This design comes from an exercise in tuning for small area on the open sky130 flow, not from production work.
Power figures rest on the tool's default switching activity, not on a simulated workload.

== JK ==
==> flow/design.v <==
module imem_loader #(
  parameter int N = 32
) (
  input  logic         clk,
  input  logic         reset,
  input  logic         start,
  input  logic [6:0]   count,
  input  logic         byte_valid,
  input  logic [7:0]   byte_data,
  output logic         byte_ready,
  output logic         busy,
  output logic         done,
  output logic         err,
  input  logic [5:0]   addr,
  output logic [N-1:0] q
);
  logic [N-1:0]    r_ring [16][4];
  logic [1:0]      r_ph;           
  logic [N-1:0]    r_pend;         
  logic [5:0]      r_paddr;        
  logic            r_pv;           
  logic            r_busy;         
  logic            r_chk;          
  logic            r_done;
  logic            r_err;
  logic [6:0]      r_rem;          
  logic [5:0]      r_wptr;
  logic [1:0]      r_bidx;
  logic [23:0]     r_asm;
  logic [7:0]      r_sum;
  logic            w_xfer;
  logic            w_we;
  logic            w_ins;
  logic [N-1:0]    w_word;
  assign w_xfer = r_busy && !r_chk && byte_valid;
  assign w_we   = reset && w_xfer && (r_bidx == 2'd3);
  assign w_word = {byte_data, r_asm};
  assign w_ins  = r_pv && (r_paddr[1:0] == r_ph);
  always_ff @(posedge clk) begin
    r_ph <= r_ph + 2'd1;
    for (int g = 0; g < 16; g++) begin
      for (int j = 0; j < 3; j++) r_ring[g][j] <= r_ring[g][j+1];
      r_ring[g][3] <= (w_ins && r_paddr[5:2] == 4'(g)) ? r_pend : r_ring[g][0];
    end
  end
  always_ff @(posedge clk) begin
    if (w_we) begin
      r_pend  <= w_word;
      r_paddr <= r_wptr;
      r_pv    <= 1'b1;
    end else if (w_ins) begin
      r_pv    <= 1'b0;
    end
  end
  always_ff @(posedge clk) begin
    if (!reset) begin
      r_busy <= 1'b0;
      r_chk  <= 1'b0;
      r_done <= 1'b0;
      r_err  <= 1'b0;
    end else begin
      r_done <= 1'b0;
      r_err  <= 1'b0;
      if (!r_busy && !r_done) begin
        if (start) begin
          r_busy <= 1'b1;
          r_chk  <= 1'b0;
        end
      end else if (r_busy && r_chk) begin
        if (byte_valid) begin
          r_err  <= (byte_data != r_sum);
          r_busy <= 1'b0;
          r_done <= 1'b1;
        end
      end else if (w_we && r_rem == 7'd0) begin
        r_chk <= 1'b1;
      end
    end
  end
  always_ff @(posedge clk) begin
    if (!r_busy) begin
      r_rem  <= (count == 7'd0) ? 7'd63 : count - 7'd1;
      r_wptr <= 6'd0;
      r_bidx <= 2'd0;
      r_sum  <= 8'd0;
    end else if (w_xfer) begin
      r_sum  <= r_sum + byte_data;
      r_bidx <= r_bidx + 2'd1;
      if (r_bidx == 2'd3) begin
        r_wptr <= r_wptr + 6'd1;
        r_rem  <= r_rem - 7'd1;
      end else begin
        r_asm <= {byte_data, r_asm[23:8]};
      end
    end
  end
  assign byte_ready = r_busy;
  assign busy       = r_busy;
  assign done       = r_done;
  assign err        = r_err;
  logic [1:0]  w_pos;
  logic        w_hit;
  logic [65:0] w_sel;
  assign w_pos = addr[1:0] - r_ph;
  assign w_hit = r_pv && (r_paddr == addr);
  always_comb begin
    for (int i = 0; i < 64; i++)
      w_sel[i] = !w_hit && ({addr[5:2], w_pos} == 6'(i));
    w_sel[64] = w_hit;
    w_sel[65] = 1'b0;
  end
  for (genvar b = 0; b < N; b++) begin : g_rd
    logic [65:0] w_d;
    always_comb begin
      for (int i = 0; i < 16; i++)
        for (int j = 0; j < 4; j++) w_d[4*i+j] = r_ring[i][j][b];
      w_d[64] = r_pend[b];
      w_d[65] = 1'b0;
    end
    il_rdbit u_rd (.s(w_sel), .d(w_d), .q(q[b]));
  end
endmodule
module il_rdbit (
  input  logic [65:0] s,
  input  logic [65:0] d,
  output logic        q
);
  logic [21:0] t;
  logic [5:0]  u;
  logic [2:0]  v;
  for (genvar i = 0; i < 22; i++) begin : g_a
    il_aoi222 u_a (.a1(s[3*i]), .a2(d[3*i]), .b1(s[3*i+1]), .b2(d[3*i+1]),
                   .c1(s[3*i+2]), .c2(d[3*i+2]), .y(t[i]));
  end
  il_nand4 u_n0 (.a(t[0]),  .b(t[1]),  .c(t[2]),  .d(t[3]),  .y(u[0]));
  il_nand4 u_n1 (.a(t[4]),  .b(t[5]),  .c(t[6]),  .d(t[7]),  .y(u[1]));
  il_nand4 u_n2 (.a(t[8]),  .b(t[9]),  .c(t[10]), .d(t[11]), .y(u[2]));
  il_nand4 u_n3 (.a(t[12]), .b(t[13]), .c(t[14]), .d(t[15]), .y(u[3]));
  il_nand3 u_n4 (.a(t[16]), .b(t[17]), .c(t[18]), .y(u[4]));
  il_nand3 u_n5 (.a(t[19]), .b(t[20]), .c(t[21]), .y(u[5]));
  il_nor2  u_o0 (.a(u[0]), .b(u[1]), .y(v[0]));
  il_nor2  u_o1 (.a(u[2]), .b(u[3]), .y(v[1]));
  il_nor2  u_o2 (.a(u[4]), .b(u[5]), .y(v[2]));
  il_nand3 u_f  (.a(v[0]), .b(v[1]), .c(v[2]), .y(q));
endmodule
module il_aoi222 (input logic a1, a2, b1, b2, c1, c2, output logic y);
  assign y = ~((a1 & a2) | (b1 & b2) | (c1 & c2));
endmodule
module il_nand4 (input logic a, b, c, d, output logic y);
  assign y = ~(a & b & c & d);
endmodule
module il_nand3 (input logic a, b, c, output logic y);
  assign y = ~(a & b & c);
endmodule
module il_nor2 (input logic a, b, output logic y);
  assign y = ~(a | b);
endmodule
Settings: LEC_CHECK=0, CAP_MARGIN=20, CORE_MARGIN=2, CORE_UTILIZATION=50, CTS_BUF_LIST=sky130_fd_sc_hd__clkbuf_2 sky130_fd_sc_hd__clkbuf_4 sky130_fd_sc_hd__clkbuf_8, CTS_CLUSTER_SIZE=20, SLEW_MARGIN=20, SYNTH_HIERARCHICAL=1; clock period 10.0 ns.
run.sh (not shown) runs the stock make flow with config.mk's settings and CLKGATE_MAP_FILE= SYNTH_SCRIPT=/design/flow/synth_recipe.tcl, a recipe that flattens the netlist after the stock synthesis.
### JK -> MS
- CTS_CLUSTER_SIZE now 14, was 20
- CTS_BUF_LIST now sky130_fd_sc_hd__clkbuf_8, was sky130_fd_sc_hd__clkbuf_2 sky130_fd_sc_hd__clkbuf_4 sky130_fd_sc_hd__clkbuf_8
- CTS_CLUSTER_DIAMETER now 50, previously not set
==> run summary <==
- Each of the runs, namely JK and MS, reached the end of the flow and came out clean.
- Fmax, JK and MS, higher one = MS.
- MS: global-route usage is 0.58 points lower than what JK reported.
- Area after synthesis came out exactly the same in JK and MS.
- Final critical-path share of the clock period delta for MS relative to JK: 0.32 points lower
- Compared with JK, MS has extra setup slack.
- When MS is set beside JK, its switching power as a share of total power turns out to be 0.79 points larger.
- Summary — proportion of power drawn by combinational gates, MS relative to JK: higher, by 0.2 points.
- Between JK and MS, net total in the final layout decreased.
- Clock distribution area overhead in the final layout, JK and MS: higher on JK
Changes in AL relative to MS:
- swapping sky130_fd_sc_hd__clkbuf_8 for sky130_fd_sc_hd__clkbuf_4 in CTS_BUF_LIST
- clearing CTS_CLUSTER_SIZE, which used to be 14
- clearing CTS_CLUSTER_DIAMETER, which used to be 50
--- outcome ---
Compared with MS, in AL total power went up, wire length of the first global-routing pass +about 3.7%, total wirelength of the detailed-routed design grew by 3.1%, global-route usage over all layers increased by 0.86 points relative to the old numbers, design area rose by 5.2%.
Sort AL and MS by combinational share of power desc -> top: MS
AL against MS: share of total power in the clock network now larger; share of final-layout standard cells stronger than drive strength 1 now larger; area added between synthesis and finish now larger; worst hold slack now smaller.
Input changes introduced in TR (baseline for comparison: AL):
- putting CTS_CLUSTER_DIAMETER at 60 where nothing was set
- putting CTS_CLUSTER_SIZE at 24 where nothing was set
- swapping sky130_fd_sc_hd__clkbuf_4 for sky130_fd_sc_hd__clkbuf_16 in CTS_BUF_LIST
Taking AL as the reference, in TR wire length of the first global-routing pass has decreased, number of inserted filler cells in the final layout dropped 95, reported leakage power down about 6%. AL → TR: instance count on the critical path level, violation count after the first detailed-route iteration moved up, slack of the critical path moved up. TR vs. AL: met3 demand-to-capacity share in global routing went down; fraction of final layout cells with drive strength greater than 1 went down; worst supply voltage drop on vdd went up; global routing met1 resource utilization went up; final critical path time including I/O delays and setup went down.
No functional check of the RTL was part of any run of this note.

## re-timing with driven ports
No port has a modelled driver above. Below, the same layouts with a new extraction and two added sets of constraints. Step 1: set_driving_cell puts a clkbuf_16 on clk and a buf_2 on each other input, an assumption about the parent block. Step 2 moves the port delays by t, midway between the first and last clock arrival at a register: inputs arrive t later, outputs are due t later. That takes back most of the time a late clock gives input paths. a / b / c = ideal / step 1 / step 2; a / b = the first two.
run | shift t [ns] | setup slack, ns | clock arrival spread, ns | worst data-port slew with drivers (ns) | cell pins on the clock port's net
JK | 1.033 | 0.977 / 0.955 / 0.955 | 0.074 / 0.074 | 0.04 | 1
MS | 0.956 | 1.008 / 0.986 / 0.986 | 0.040 / 0.040 | 0.04 | 1
AL | 1.280 | 0.967 / 0.945 / 0.945 | 0.092 / 0.092 | 0.04 | 1
TR | 0.818 | 1.020 / 0.998 / 0.998 | 0.031 / 0.030 | 0.04 | 1
After both steps setup and hold are still met in every run listed.
